Source: an optimization exercise on an open RTL-to-GDS flow (aim: small area, a short achievable clock period and few clock cycles). Production flows keep margins and buffers that such runs may drop.
Function was checked by simulation only, so behaviour that the tests miss may differ from the original.

## rational_arithmetic_unit
module rational_arithmetic_unit
#(
	parameter int OPERAND_WIDTH = 32
) (
	input  logic                            clk,
	input  logic                            arst_n,
	input  logic                            in_valid,
	output logic                            in_stall,
	input  logic [2:0]                      operation,
	input  logic signed [OPERAND_WIDTH-1:0] a_num,
	input  logic signed [OPERAND_WIDTH-1:0] a_den,
	input  logic signed [OPERAND_WIDTH-1:0] b_num,
	input  logic signed [OPERAND_WIDTH-1:0] b_den,
	output logic                            out_valid,
	input  logic                            out_stall,
	output logic signed [OPERAND_WIDTH-1:0] res_num,
	output logic signed [OPERAND_WIDTH-1:0] res_den,
	output logic                            is_equal,
	output logic [1:0]                      status
);
==> flow/config.mk <==
export PLATFORM = sky130hd
export DESIGN_NAME = rational_arithmetic_unit
export DESIGN_NICKNAME = rational_arithmetic_unit
export VERILOG_FILES = /design/flow/design.v
export SDC_FILE = /design/flow/constraint.sdc
export NUM_CORES = 4
export LEC_CHECK = 0
export CAP_MARGIN = 20
export CORE_MARGIN = 2
export CORE_UTILIZATION = 25
export CTS_BUF_LIST = sky130_fd_sc_hd__clkbuf_8
export PLACE_DENSITY = 0.45
export SLEW_MARGIN = 20
export TNS_END_PERCENT = 5
export SETUP_SLACK_MARGIN = 9.5
export BUFFER_PORTS_ARGS = -buffer_cell sky130_fd_sc_hd__buf_2
==> flow/constraint.sdc <==
create_clock -name core_clock -period 15.0 [get_ports {clk}]
set_input_delay 3.0000 -clock core_clock [delete_from_list [all_inputs] [get_ports {clk}]]
set_output_delay 3.0000 -clock core_clock [all_outputs]
set_load 0.01 [all_outputs]
standard.sh (not shown) runs the stock make flow with config.mk's settings and CLKGATE_MAP_FILE= SYNTH_SCRIPT=/design/flow/synth_recipe.tcl, a recipe that flattens the netlist after the stock synthesis.
==> flow/flow/run.sh <==
#!/bin/bash
set -euo pipefail
cat flow/extra.mk >> config.mk
bash standard.sh > standard_flow.log 2>&1
==> flow/flow/extra.mk <==
export SETUP_SLACK_MARGIN = 9.5
export BUFFER_PORTS_ARGS = -buffer_cell sky130_fd_sc_hd__buf_2
The baseline ran to the end with no violations.
Testbench counts at the start, summed over its fixed seeds: cycles 29,318.
Then changed:
Settings changed: PLACE_DENSITY 0.45 to 0.5.
Result:
- flip-flop and latch count does not change
- design area hardly moves
- register-to-register slack gets worse by 0.11 ns
- clock-buffer cell count falls by 4
- via count rose slightly
- cell count barely changes
- non-clock buffer count came out lower by 15
- worst setup slack is worse by 0.18 ns
- clock skew rose by 0.017 ns
- global-route usage fell by 0.83 points

rational_arithmetic_unit, a different RTL version from the one above (not shown whole).
For scale: ~7,400 cells after synthesis, roughly 310 flip-flops, ~200 I/O pins, ~56,000 sq um of cells after synthesis.
Settings: LEC_CHECK=0, CAP_MARGIN=20, CORE_MARGIN=2, CORE_UTILIZATION=25, CTS_BUF_LIST=sky130_fd_sc_hd__clkbuf_8, PLACE_DENSITY=0.45, SLEW_MARGIN=20, TNS_END_PERCENT=5, SETUP_SLACK_MARGIN=9.5, BUFFER_PORTS_ARGS=-buffer_cell sky130_fd_sc_hd__buf_2; clock period 15.0 ns.
Scripts as last shown in full above: flow/flow/run.sh, flow/flow/extra.mk
The starting point finished clean.
Testbench counts at the start, summed over its fixed seeds: cycles 30,423.
Rerun with:
==> flow/flow/extra.mk (replaced) <==
export SETUP_SLACK_MARGIN = 9.5
export BUFFER_PORTS_ARGS = -buffer_cell sky130_fd_sc_hd__buf_4
Settings changed: BUFFER_PORTS_ARGS -buffer_cell sky130_fd_sc_hd__buf_2 to -buffer_cell sky130_fd_sc_hd__buf_4, CTS_BUF_LIST sky130_fd_sc_hd__clkbuf_8 to unset, TNS_END_PERCENT 5 to 25.
- The changed run produced a clean layout
- global-route usage stays flat
- flip-flop and latch count is unchanged
- area after synthesis does not change
- setup slack gets better by 0.14 ns
- via count is about the same
- hold slack gets better by 0.042 ns
- wire length climbs slightly
Rerun with:
==> flow/flow/extra.mk (replaced) <==
export SETUP_SLACK_MARGIN = 9.5
export BUFFER_PORTS_ARGS = -buffer_cell sky130_fd_sc_hd__buf_2
Settings changed: BUFFER_PORTS_ARGS -buffer_cell sky130_fd_sc_hd__buf_4 to -buffer_cell sky130_fd_sc_hd__buf_2, TNS_END_PERCENT 25 to 5.
Sequential cell count is unchanged. Critical path depth went up by 4. Setup slack got worse by 0.12 ns. Final area went down by a few percent.

Starting RTL as in the previous note.
export LEC_CHECK = 0
export CAP_MARGIN = 20
export CORE_MARGIN = 2
export CORE_UTILIZATION = 25
export PLACE_DENSITY = 0.45
export SLEW_MARGIN = 20
export TNS_END_PERCENT = 5
export SETUP_SLACK_MARGIN = 9.5
export BUFFER_PORTS_ARGS = -buffer_cell sky130_fd_sc_hd__buf_4
create_clock -name core_clock -period 15.0 [get_ports {clk}]
==> flow/flow/extra.mk <==
export SETUP_SLACK_MARGIN = 9.5
export BUFFER_PORTS_ARGS = -buffer_cell sky130_fd_sc_hd__buf_4
Scripts as last shown in full above: flow/flow/run.sh
Testbench counts at the start, summed over its fixed seeds: cycles 30,423.
Rerun with:
==> flow/flow/extra.mk (replaced) <==
export SETUP_SLACK_MARGIN = 9.0
export BUFFER_PORTS_ARGS = -buffer_cell sky130_fd_sc_hd__buf_4
- SETUP_SLACK_MARGIN: 9.5 -> 9.0
Result: The changed run passed the timing, DRC and antenna checks. Maximum frequency came out lower by 7.0%. Clock skew came out higher by 12 ps. Clock-buffer cell count came out lower by 2. Core utilization came out lower by 1.4 points. Non-clock buffer count came out lower by 156.
Rerun with:
==> flow/flow/extra.mk (replaced) <==
export SETUP_SLACK_MARGIN = 10.0
export BUFFER_PORTS_ARGS = -buffer_cell sky130_fd_sc_hd__buf_2
- BUFFER_PORTS_ARGS: -buffer_cell sky130_fd_sc_hd__buf_4 -> -buffer_cell sky130_fd_sc_hd__buf_2
- CTS_BUF_LIST: default -> sky130_fd_sc_hd__clkbuf_8
- SETUP_SLACK_MARGIN: 9.0 -> 10.0
=> The changed run completed with no timing, DRC or antenna violations. Clock skew increases by 30 ps. Non-clock buffer count rises by 268. Synthesized cell count is unchanged. Wire length went up by 3.4%.

==> separate check: timing with driven ports <==
The results above use ideal ports. As a check the final layouts listed here were re-extracted and re-timed, cells and wires unchanged.
Step 1 sets driving cells, clkbuf_16 on the clock port and buf_2 on the other inputs (assumed; they add their load-dependent delay and slew).
Step 2 also shifts input and output timing later by t, the mid clock arrival at the registers, as if the neighbouring blocks saw the same clock.
Three values: no drivers, after step 1, after step 2; two values: the first two.
run | t, ns | setup WS [ns] | worst data-port slew with drivers (ns)
the first run of note 1 | 0.883 | 9.166 / 9.226 / 8.343 | 0.10
the second run of note 1 | 0.877 | 8.985 / 9.034 / 8.158 | 0.10
the first run of note 2 | 0.878 | 9.282 / 9.282 / 8.537 | 0.08
the second run of note 2 | 0.754 | 9.423 / 9.435 / 8.681 | 0.10
the third run of note 2 | 0.726 | 9.301 / 9.301 / 8.814 | 0.08
the first run of note 3 | 0.735 | 9.334 / 9.355 / 8.650 | 0.09
the second run of note 3 | 0.726 | 8.907 / 8.927 / 8.239 | 0.07
the third run of note 3 | 0.899 | 9.429 / 9.460 / 8.595 | 0.07
After both steps every run listed still meets setup and hold. The setup slack of the third run of note 3, which loses most, moves by +0.031 ns with the drivers and by -0.834 ns with both steps.
